From an optimization exercise on the open Yosys and OpenROAD flow, aimed at small area, a short achievable clock period and few clock cycles per item; shortcuts taken in it are not production practice. In this exercise RTL edits were held to simulation tests only and were not proved equivalent to the original. Power is estimated from default activity; no workload was simulated.

==> flow/design.v <==
`timescale 1ns/10ps
package layer_pkg;
  localparam int DATA_W      = 16;                    
  localparam int NUM_INPUTS  = 8;                     
  localparam int NUM_LANES   = 2;                     
  localparam int NUM_ROWS    = 8;                     
  localparam int NUM_OUTPUTS = NUM_LANES * NUM_ROWS;  
  typedef logic signed [DATA_W-1:0] data_t;
  typedef logic [$clog2(NUM_INPUTS)-1:0] col_idx_t;   
  typedef logic [$clog2(NUM_ROWS)-1:0]   row_idx_t;   
  typedef logic [$clog2(NUM_LANES)-1:0]  lane_idx_t;  
  function automatic data_t weight(input lane_idx_t l, input row_idx_t r, input col_idx_t c);
    case ({l, r, c})
      7'd0  : weight = -49;
      7'd1  : weight = 7;
      7'd2  : weight = -31;
      7'd3  : weight = 7;
      7'd4  : weight = 46;
      7'd5  : weight = -34;
      7'd6  : weight = -78;
      7'd7  : weight = -45;
      7'd8  : weight = 26;
      7'd9  : weight = -49;
      7'd10 : weight = 75;
      7'd11 : weight = 65;
      7'd12 : weight = -128;
      7'd13 : weight = 100;
      7'd14 : weight = 8;
      7'd15 : weight = -93;
      7'd16 : weight = 84;
      7'd17 : weight = 0;
      7'd18 : weight = 60;
      7'd19 : weight = 2;
      7'd20 : weight = 94;
      7'd21 : weight = 110;
      7'd22 : weight = 85;
      7'd23 : weight = 63;
      7'd24 : weight = -43;
      7'd25 : weight = -114;
      7'd26 : weight = 62;
      7'd27 : weight = -42;
      7'd28 : weight = 115;
      7'd29 : weight = -58;
      7'd30 : weight = -7;
      7'd31 : weight = 31;
      7'd32 : weight = -65;
      7'd33 : weight = -102;
      7'd34 : weight = 126;
      7'd35 : weight = -98;
      7'd36 : weight = -119;
      7'd37 : weight = 83;
      7'd38 : weight = 93;
      7'd39 : weight = 77;
      7'd40 : weight = 15;
      7'd41 : weight = -127;
      7'd42 : weight = 76;
      7'd43 : weight = 2;
      7'd44 : weight = -57;
      7'd45 : weight = -59;
      7'd46 : weight = -95;
      7'd47 : weight = 10;
      7'd48 : weight = -85;
      7'd49 : weight = 66;
      7'd50 : weight = 95;
      7'd51 : weight = -76;
      7'd52 : weight = 22;
      7'd53 : weight = 60;
      7'd54 : weight = -127;
      7'd55 : weight = -8;
      7'd56 : weight = -128;
      7'd57 : weight = -71;
      7'd58 : weight = 82;
      7'd59 : weight = -56;
      7'd60 : weight = -2;
      7'd61 : weight = 115;
      7'd62 : weight = 82;
      7'd63 : weight = -98;
      7'd64 : weight = 96;
      7'd65 : weight = 86;
      7'd66 : weight = -71;
      7'd67 : weight = -2;
      7'd68 : weight = 43;
      7'd69 : weight = -44;
      7'd70 : weight = 73;
      7'd71 : weight = 83;
      7'd72 : weight = 44;
      7'd73 : weight = 124;
      7'd74 : weight = 98;
      7'd75 : weight = -126;
      7'd76 : weight = 102;
      7'd77 : weight = -52;
      7'd78 : weight = -98;
      7'd79 : weight = -75;
      7'd80 : weight = 68;
      7'd81 : weight = -114;
      7'd82 : weight = -67;
      7'd83 : weight = -16;
      7'd84 : weight = -29;
      7'd85 : weight = -122;
      7'd86 : weight = -61;
      7'd87 : weight = 125;
      7'd88 : weight = -62;
      7'd89 : weight = -37;
      7'd90 : weight = 33;
      7'd91 : weight = -88;
      7'd92 : weight = 40;
      7'd93 : weight = 63;
      7'd94 : weight = -34;
      7'd95 : weight = -4;
      7'd96 : weight = 98;
      7'd97 : weight = -102;
      7'd98 : weight = -67;
      7'd99 : weight = -59;
      7'd100: weight = -96;
      7'd101: weight = 1;
      7'd102: weight = -62;
      7'd103: weight = -10;
      7'd104: weight = 32;
      7'd105: weight = 66;
      7'd106: weight = 50;
      7'd107: weight = -56;
      7'd108: weight = 2;
      7'd109: weight = -112;
      7'd110: weight = 68;
      7'd111: weight = 65;
      7'd112: weight = 86;
      7'd113: weight = -65;
      7'd114: weight = 61;
      7'd115: weight = 119;
      7'd116: weight = 64;
      7'd117: weight = 127;
      7'd118: weight = -19;
      7'd119: weight = -49;
      7'd120: weight = 54;
      7'd121: weight = 4;
      7'd122: weight = -25;
      7'd123: weight = -72;
      7'd124: weight = 21;
      7'd125: weight = -85;
      7'd126: weight = 121;
      7'd127: weight = 64;
      default: weight = '0;
    endcase
  endfunction
  function automatic data_t bias(input lane_idx_t l, input row_idx_t r);
    case ({l, r})
      4'd0 : bias = 110;
      4'd1 : bias = 116;
      4'd2 : bias = 21;
      4'd3 : bias = 124;
      4'd4 : bias = -76;
      4'd5 : bias = -29;
      4'd6 : bias = 56;
      4'd7 : bias = -60;
      4'd8 : bias = 89;
      4'd9 : bias = 4;
      4'd10: bias = 117;
      4'd11: bias = -20;
      4'd12: bias = 57;
      4'd13: bias = 116;
      4'd14: bias = 80;
      4'd15: bias = 57;
      default: bias = '0;
    endcase
  endfunction
endpackage
`timescale 1ns/10ps
module mac_lane #(
  parameter int LANE = 0
) (
  input  logic      clk,
  input  logic      reset,
  input  layer_pkg::data_t     x,
  input  layer_pkg::col_idx_t  ctrl_col,         
  input  layer_pkg::row_idx_t  ctrl_row,         
  input  logic      ctrl_mac_en,      
  input  logic      ctrl_row_start,   
  input  logic      ctrl_row_done,    
  input  layer_pkg::row_idx_t  ctrl_rd_row,      
  output layer_pkg::data_t     rd_data
);
  layer_pkg::data_t                      w_q;
  layer_pkg::data_t                      bias_q;
  layer_pkg::data_t                      bias_p;
  layer_pkg::data_t                      prod;
  layer_pkg::data_t                      acc;
  layer_pkg::data_t                      acc_base;
  layer_pkg::row_idx_t                   row_q;
  layer_pkg::row_idx_t                   row_p;
  layer_pkg::row_idx_t                   acc_row;      
  logic signed [2*layer_pkg::DATA_W-1:0] full_prod;
  layer_pkg::data_t                      res_mem [layer_pkg::NUM_ROWS];
  always_ff @(posedge clk) begin
    w_q    <= layer_pkg::weight(layer_pkg::lane_idx_t'(LANE), ctrl_row, ctrl_col);
    bias_q <= layer_pkg::bias(layer_pkg::lane_idx_t'(LANE), ctrl_row);
    row_q  <= ctrl_row;
  end
  assign full_prod = x * w_q;
  always_ff @(posedge clk) begin
    prod   <= full_prod[layer_pkg::DATA_W-1:0];
    bias_p <= bias_q;
    row_p  <= row_q;
  end
  assign acc_base = ctrl_row_start ? bias_p : acc;
  always_ff @(posedge clk) begin
    if (reset) begin
      acc     <= '0;
      acc_row <= '0;
    end else begin
      if (ctrl_mac_en) begin
        acc <= acc_base + prod;    
      end
      if (ctrl_row_start) begin
        acc_row <= row_p;
      end
    end
  end
  always_ff @(posedge clk) begin
    if (ctrl_row_done) begin
      res_mem[acc_row] <= acc[layer_pkg::DATA_W-1] ? '0 : acc;   
    end
  end
  assign rd_data = res_mem[ctrl_rd_row];
endmodule
`timescale 1ns/10ps
module layer_datapath (
  input  logic      clk,
  input  logic      reset,
  input  layer_pkg::data_t     data_in,
  input  logic      x_wr,
  input  layer_pkg::col_idx_t  x_addr,
  input  layer_pkg::col_idx_t  ctrl_col,         
  input  layer_pkg::row_idx_t  ctrl_row,         
  input  logic      ctrl_mac_en,      
  input  logic      ctrl_row_start,   
  input  logic      ctrl_row_done,    
  input  layer_pkg::row_idx_t  ctrl_rd_row,      
  input  layer_pkg::lane_idx_t ctrl_rd_lane,     
  output layer_pkg::data_t     data_out
);
  layer_pkg::data_t x_buf [layer_pkg::NUM_INPUTS];    
  layer_pkg::data_t x_q;
  layer_pkg::data_t lane_rd [layer_pkg::NUM_LANES];
  always_ff @(posedge clk) begin
    if (x_wr) begin
      x_buf[x_addr] <= data_in;
    end
    x_q <= x_buf[ctrl_col];     
  end
  for (genvar l = 0; l < layer_pkg::NUM_LANES; l++) begin : g_lane
    mac_lane #(
      .LANE (l)
    ) i_mac_lane (
      .clk     (clk),
      .reset   (reset),
      .x       (x_q),
      .ctrl_col       (ctrl_col),
      .ctrl_row       (ctrl_row),
      .ctrl_mac_en    (ctrl_mac_en),
      .ctrl_row_start (ctrl_row_start),
      .ctrl_row_done  (ctrl_row_done),
      .ctrl_rd_row    (ctrl_rd_row),
      .rd_data (lane_rd[l])
    );
  end
  always_ff @(posedge clk) begin
    if (reset) begin
      data_out <= '0;
    end else begin
      data_out <= lane_rd[ctrl_rd_lane];
    end
  end
endmodule
`timescale 1ns/10ps
module layer_sequencer (
  input  logic           clk,
  input  logic           reset,
  input  logic           s_valid,
  output logic           s_ready,
  input  logic           m_ready,
  output logic           m_valid,
  output logic           x_wr,
  output layer_pkg::col_idx_t       x_addr,
  output layer_pkg::col_idx_t  ctrl_col,         
  output layer_pkg::row_idx_t  ctrl_row,         
  output logic      ctrl_mac_en,      
  output logic      ctrl_row_start,   
  output logic      ctrl_row_done,    
  output layer_pkg::row_idx_t  ctrl_rd_row,      
  output layer_pkg::lane_idx_t ctrl_rd_lane      
);
  typedef enum logic [1:0] {
    LOAD,
    COMPUTE,
    OUTPUT
  } state_t;
  localparam int OUT_W = $clog2(layer_pkg::NUM_OUTPUTS);
  localparam layer_pkg::col_idx_t LAST_COL = layer_pkg::col_idx_t'(layer_pkg::NUM_INPUTS - 1);
  localparam layer_pkg::row_idx_t LAST_ROW = layer_pkg::row_idx_t'(layer_pkg::NUM_ROWS - 1);
  localparam logic [OUT_W-1:0] LAST_OUT = OUT_W'(layer_pkg::NUM_OUTPUTS - 1);
  state_t           state;
  layer_pkg::col_idx_t         in_cnt;       
  layer_pkg::col_idx_t         col_cnt;      
  layer_pkg::row_idx_t         row_cnt;      
  logic [OUT_W-1:0] out_cnt;      
  logic [OUT_W-1:0] rd_idx;
  logic             issue_busy;   
  logic             issue;
  logic             in_xfer;
  logic             out_xfer;
  logic [1:0]       mac_d;        
  logic [1:0]       start_d;
  logic [2:0]       done_d;       
  assign s_ready  = (state == LOAD);
  assign in_xfer  = s_valid && s_ready;
  assign out_xfer = m_valid && m_ready;
  assign x_wr   = in_xfer;
  assign x_addr = in_cnt;
  assign issue = (state == COMPUTE) && issue_busy;
  always_ff @(posedge clk) begin
    if (reset) begin
      state      <= LOAD;
      in_cnt     <= '0;
      col_cnt    <= '0;
      row_cnt    <= '0;
      out_cnt    <= '0;
      issue_busy <= 1'b0;
      m_valid    <= 1'b0;
    end else begin
      case (state)
        LOAD: begin
          if (in_xfer) begin
            in_cnt <= in_cnt + 1'b1;   
            if (in_cnt == LAST_COL) begin
              state      <= COMPUTE;
              issue_busy <= 1'b1;
            end
          end
        end
        COMPUTE: begin
          if (issue) begin
            col_cnt <= col_cnt + 1'b1;
            if (col_cnt == LAST_COL) begin
              row_cnt <= row_cnt + 1'b1;
              if (row_cnt == LAST_ROW) begin
                issue_busy <= 1'b0;
              end
            end
          end
          if (!issue_busy && done_d[2]) begin
            state <= OUTPUT;
          end
        end
        OUTPUT: begin
          if (!m_valid) begin
            m_valid <= 1'b1;           
          end else if (m_ready) begin
            out_cnt <= out_cnt + 1'b1;
            if (out_cnt == LAST_OUT) begin
              m_valid <= 1'b0;
              state   <= LOAD;
            end
          end
        end
        default: state <= LOAD;
      endcase
    end
  end
  always_ff @(posedge clk) begin
    if (reset) begin
      mac_d   <= '0;
      start_d <= '0;
      done_d  <= '0;
    end else begin
      mac_d   <= {mac_d[0], issue};
      start_d <= {start_d[0], issue && (col_cnt == '0)};
      done_d  <= {done_d[1:0], issue && (col_cnt == LAST_COL)};
    end
  end
  assign ctrl_col       = col_cnt;
  assign ctrl_row       = row_cnt;
  assign ctrl_mac_en    = mac_d[1];
  assign ctrl_row_start = start_d[1];
  assign ctrl_row_done  = done_d[2];
  assign rd_idx       = out_cnt + OUT_W'(out_xfer);
  assign ctrl_rd_row  = rd_idx[OUT_W-1:1];
  assign ctrl_rd_lane = rd_idx[0];
endmodule
`timescale 1ns/10ps
module layer_top (
  input  logic  clk,
  input  logic  reset,
  input  logic  s_valid,
  output logic  s_ready,
  input  layer_pkg::data_t data_in,
  output logic  m_valid,
  input  logic  m_ready,
  output layer_pkg::data_t data_out
);
  logic     x_wr;
  layer_pkg::col_idx_t x_addr;
  layer_pkg::col_idx_t  ctrl_col;
  layer_pkg::row_idx_t  ctrl_row;
  logic      ctrl_mac_en;
  logic      ctrl_row_start;
  logic      ctrl_row_done;
  layer_pkg::row_idx_t  ctrl_rd_row;
  layer_pkg::lane_idx_t ctrl_rd_lane;
  layer_sequencer i_sequencer (
    .clk     (clk),
    .reset   (reset),
    .s_valid (s_valid),
    .s_ready (s_ready),
    .m_ready (m_ready),
    .m_valid (m_valid),
    .x_wr    (x_wr),
    .x_addr  (x_addr),
    .ctrl_col       (ctrl_col),
    .ctrl_row       (ctrl_row),
    .ctrl_mac_en    (ctrl_mac_en),
    .ctrl_row_start (ctrl_row_start),
    .ctrl_row_done  (ctrl_row_done),
    .ctrl_rd_row    (ctrl_rd_row),
    .ctrl_rd_lane   (ctrl_rd_lane)
  );
  layer_datapath i_datapath (
    .clk      (clk),
    .reset    (reset),
    .data_in  (data_in),
    .x_wr     (x_wr),
    .x_addr   (x_addr),
    .ctrl_col       (ctrl_col),
    .ctrl_row       (ctrl_row),
    .ctrl_mac_en    (ctrl_mac_en),
    .ctrl_row_start (ctrl_row_start),
    .ctrl_row_done  (ctrl_row_done),
    .ctrl_rd_row    (ctrl_rd_row),
    .ctrl_rd_lane   (ctrl_rd_lane),
    .data_out (data_out)
  );
endmodule
==> flow/run.sh <==
#!/bin/bash
# synth_recipe.tcl (not shown) runs the flow's synth.tcl, then flattens the netlist and writes it again
# the make line also repeats each setting of config.mk as NAME=value (left out here)
make -C /OpenROAD-flow-scripts/flow DESIGN_CONFIG=/design/flow/config.mk WORK_HOME=/design/flow/orfs CLKGATE_MAP_FILE= SYNTH_SCRIPT=/design/flow/synth_recipe.tcl finish
==> flow/config.mk <==
export PLATFORM = sky130hd
export DESIGN_NAME = layer_top
export DESIGN_NICKNAME = layer_top
export VERILOG_FILES = /design/flow/design.v
export SDC_FILE = /design/flow/constraint.sdc
export NUM_CORES = 4
export LEC_CHECK = 0
export CAP_MARGIN = 20
export CORE_MARGIN = 2
export CORE_UTILIZATION = 40
export PLACE_DENSITY = 0.6
export SLEW_MARGIN = 20
==> flow/constraint.sdc <==
create_clock -name core_clock -period 8.0 [get_ports {clk}]
set_input_delay 1.6000 -clock core_clock [delete_from_list [all_inputs] [get_ports {clk}]]
set_output_delay 1.6000 -clock core_clock [all_outputs]
set_load 0.01 [all_outputs]
==> summary.txt <==
## through the flow
| step | worst slack [ps] | std cells | total power [W] |
|---|---|---|---|
| finish | 2490 | 3554 | 0.00831 |
| global route | 2220 | 3554 | 0.00883 |
| CTS | 2420 | 3554 | 0.00842 |
| detailed placement | 2400 | 3453 | 0.00563 |
| global placement | 2480 | 3453 | 0.00559 |
| floorplan | 2980 | 2533 | 0.00502 |
## state kept, by name (all words and copies together) (netlist names), 16 cells and up
name	count
i_datapath.g_lane.i_mac_lane.res_mem	240
i_datapath.g_lane.i_mac_lane.acc	32
i_datapath.x_q	16
i_datapath.x_buf	128
i_datapath.g_lane.i_mac_lane.prod	32
i_datapath.g_lane.i_mac_lane.w_q	16
## power by group
part	leakage [nW]	switching [W]	internal (W)
Sequential	4.88	0.0000622	0.00308
Combinational	7.42	0.00130	0.00109
Clock	0.955	0.00112	0.00166
## path summary, 6_finish.rpt
path                                                                         from                                                end  slack, ps  cells past startpoint
worst max-delay path                                    i_datapath.x_q[0]$_DFF_P_   i_datapath.g_lane[0].i_mac_lane.prod[15]$_DFF_P_       2490                     15
worst min-delay path            i_datapath.g_lane[0].i_mac_lane.bias_q[3]$_DFF_P_  i_datapath.g_lane[0].i_mac_lane.bias_p[3]$_DFF_P_        270                      0
worst max register to register                          i_datapath.x_q[0]$_DFF_P_   i_datapath.g_lane[0].i_mac_lane.prod[15]$_DFF_P_       2490                     15
worst min register to register  i_datapath.g_lane[0].i_mac_lane.bias_q[3]$_DFF_P_  i_datapath.g_lane[0].i_mac_lane.bias_p[3]$_DFF_P_        270                      0
## cells in the final DEF (no fill, tap or decap), drive strengths merged, types with 7 or more instances in the layout
cell type | synthesis | final
a211oi | 16 | 16
a21o | 16 | 16
a21oi | 95 | 95
a221oi | 7 | 7
a22oi | 8 | 8
a31oi | 13 | 13
and2 | 113 | 113
and3 | 8 | 8
buf | 63 | 35
bufinv | 0 | 12
clkbuf | 65 | 61
clkdlybuf4s50 | 0 | 35
clkinv | 1 | 21
dfxtp | 174 | 174
edfxtp | 368 | 368
fa | 152 | 152
ha | 177 | 177
inv | 290 | 292
mux2 | 13 | 13
mux2i | 20 | 20
mux4 | 108 | 108
nand2 | 243 | 243
nand2b | 17 | 17
nand3 | 16 | 16
nand3b | 9 | 9
nand4 | 8 | 8
nor2 | 153 | 153
nor2b | 48 | 48
nor3 | 36 | 36
o2111ai | 8 | 8
o211ai | 11 | 11
o21a | 18 | 18
o21ai | 81 | 81
o21bai | 10 | 10
o22ai | 10 | 10
or3 | 7 | 7
xnor2 | 72 | 72
xor2 | 20 | 20
## metal layers
metal  GRT usage  wire [um]  vias to the layer above
li1            -          -                     8790
met1       0.233      30100                     9373
met2       0.306      34100                      442
met3      0.0235       2790                       98
met4      0.0484       1480                        0
met5           0          0                        -
## cell type report
class	instances	area (um^2)
tap	978	1220
fill	6861	41900
inverter	291	1090
multi-input combinational	1572	14300
clock inverter	40	601
clock buffer	61	1390
timing repair buffer	70	613
sequential	542	14500
## kinds of logic (layout without fill, tap and decap cells)
group                      count (synthesis)  count (layout)  share of synthesized area
buffers and inverters                    419             462                     0.0554
DFF                                      542             542                      0.478
and+or+nand+nor                          674             674                      0.106
muxes                                    141             141                     0.0913
adders and majority gates                329             329                      0.173
AOI/OAI and AO/OA                        335             335                     0.0707
other                                      1               1                   0.000123
xor gates and xnor gates                  92              92                     0.0265
## worst max-delay path, cell delays in order, from the launching register on
cell                      delay, ps
sky130_fd_sc_hd__dfxtp_1        820
sky130_fd_sc_hd__and2_1         430
sky130_fd_sc_hd__inv_1           90
sky130_fd_sc_hd__fa_1           420
sky130_fd_sc_hd__fa_1           400
sky130_fd_sc_hd__fa_1           490
sky130_fd_sc_hd__fa_1           570
sky130_fd_sc_hd__fa_1           430
sky130_fd_sc_hd__fa_1           390
sky130_fd_sc_hd__xor2_1         160
sky130_fd_sc_hd__xnor2_1        200
sky130_fd_sc_hd__xnor2_1        110
sky130_fd_sc_hd__xnor2_1        280
sky130_fd_sc_hd__xnor2_1        150
sky130_fd_sc_hd__xnor2_1        350
sky130_fd_sc_hd__xnor2_1        160
==> summary.txt <==
RUN STATUS
--------------------------------------------------------------------------------------
Outcome                                                       timing/DRC/antenna clean

STA
--------------------------------------------------------------------------------------
Pin slew with the least headroom to its limit                                  1030 ps
Top achievable clock speed                                                     182 MHz
Worst hold slack                                                                267 ps
Hold Fails Final Rpt                                                                 0
Max-Slew Margin vs Limit                                                         0.313
Unrepaired setup endpoints after global routing                                  false
Maximum clock skew at final layout                                             57.8 ps
Final critical delay including setup and external delays                       5510 ps
Setup violation total in the final timing report                                     0
Final period util                                                                0.688
Total Neg Setup Slack                                                             0 ps
Number of slew-limit violations in the final report                                  0

CELLS AND AREA
--------------------------------------------------------------------------------------
Antenna diode count                                                                  0
Fin area                                                                    33800 um^2
Final Core Density                                                               0.446
Proportion of layout cells with a drive suffix above 1                           0.109
Area growth from synthesis to final layout                                       11.0%
Number of nets at the end of the flow                                             2880

GLOBAL ROUTE
--------------------------------------------------------------------------------------
Global router's overall resource usage                                           0.177
Initial antenna violation count                                                      0
Wire length of the first global-routing pass                                    109 mm
Largest net degree at the start of global routing                                   76
GRT overflow                                                                         0
Vias in the first global route                                                   19500

SYNTH
--------------------------------------------------------------------------------------
Synth Register Bits                                                                542
Area contributors post-synth                                              sky130_fd_sc_hd__edfxtp_1, sky130_fd_sc_hd__dfxtp_1, sky130_fd_sc_hd__fa_1, sky130_fd_sc_hd__mux4_2, sky130_fd_sc_hd__ha_1
Unique cell type count in the Yosys netlist                                         83
Leading area contributor after synthesis                                  sky130_fd_sc_hd__edfxtp_1
Commonest cells in the synthesized netlist                                sky130_fd_sc_hd__edfxtp_1, sky130_fd_sc_hd__inv_1, sky130_fd_sc_hd__nand2_1
Synth top area share                                                             0.363
Prevailing post-synth register cell                                       sky130_fd_sc_hd__edfxtp_1
Count of synthesis-stage warnings from yosys                                         5
Number of synthesized flops with an enable pin                                     368
Part of the Yosys area used for sequential elements                              0.478
FFs w/ async S/R, synth                                                              0
Dominant cell by count in the synthesized netlist                         sky130_fd_sc_hd__edfxtp_1
Synthesized cell area                                                       30400 um^2
Synthesized area per cell                                                    12.0 um^2
Net count of the mapped netlist                                                   2882
Gate count of the mapped netlist                                                  2533

ROUTING
--------------------------------------------------------------------------------------
DRC violation total after the first TritonRoute iteration                         1521
1st-pass router iterations                                                           6
Total number of vias                                                             18700
Vias per Instance                                                                 5.26
Remaining design rule violation count                                                0
Total wire length after detailed routing                                       68.5 mm
Wire length per cell after detailed routing                                    19.3 um
Count of nets left with antenna violations after detail routing                      0

FLOORPLANNING
--------------------------------------------------------------------------------------
Vertical die dimension                                                          280 um
Starting density of the core                                                     0.402
Site Rows                                                                          101
Core box area                                                               75700 um^2
Io pins                                                                             38
Die Area                                                                    78300 um^2
Horiz. Die Dim                                                                  280 um

PWR
--------------------------------------------------------------------------------------
Areal power density over the cells                                         246 nW/um^2
Maximum resistive drop on vdd                                                 0.368 mV
Leakage component of the power                                                 13.3 nW

CTS
--------------------------------------------------------------------------------------
Insertion delay of the later-clocked pin in the worst-skew pair                 650 ps
CTS root buf                                                              sky130_fd_sc_hd__clkbuf_16
Clock slew at the register clock pins of the worst setup and hold paths          60 ps
CTS resizes                                                                          0
Total number of clock tree sinks                                                   542
Number of buffers added by the clock tree synthesis step                            54
Depth of the CTS H-tree                                                              2
Maximum buffer depth of the clock tree                                               3
CTS tree                                                                         built
Total of hold buffers inserted after clock tree synthesis                            0
Post-CTS Setup Inserts                                                               0

CRITICAL PATH
--------------------------------------------------------------------------------------
Worst path arrival time                                                        6060 ps
Kind of critical path                                                     register to register
Critical Path End Type                                                        register
Setup crit start kind                                                         register
CP required                                                                    8550 ps
Critical path fanouts, max                                                          20

PLACE
--------------------------------------------------------------------------------------
Number of buffers inserted by port buffering                                        36
Post-Place Cell Area                                                        31800 um^2
GPL Wtd Cong                                                                     0.852
Post-detail-place hpwl                                                         46.3 mm

WORST HOLD PATH
--------------------------------------------------------------------------------------
Kind of path behind the tightest hold check                               register to register

JOB
--------------------------------------------------------------------------------------
Max-capacitance violation count                                                      0

Testbench counts, summed over its fixed seeds: cycles 17,664, vectors 192.

==> port drivers added, routing unchanged <==
No port has a modelled driver above. Below, the same layout with a new extraction and two added sets of constraints.
Step 1: set_driving_cell puts a clkbuf_16 on clk and a buf_2 on each other input, an assumption about the parent block.
Step 2 adds t to the input delays and takes it off the output delays; t is the mean of the earliest and latest rising clock arrival at the registers after step 1. Input paths then give back, and output paths get back, about the clock's delay inside the block.
Three values: ideal, step 1, step 2; two values: the first two.
t, ns: 0.678
setup slack, ns: 2.492 / 2.492 / 2.492
worst register clock-pin slew, ns: 0.07 / 0.07
worst data-port slew with drivers (ns): 0.04
After both steps setup and hold are still met in this run. The setup slack of this run moves by 0.000 ns with the drivers and by 0.000 ns with both steps.
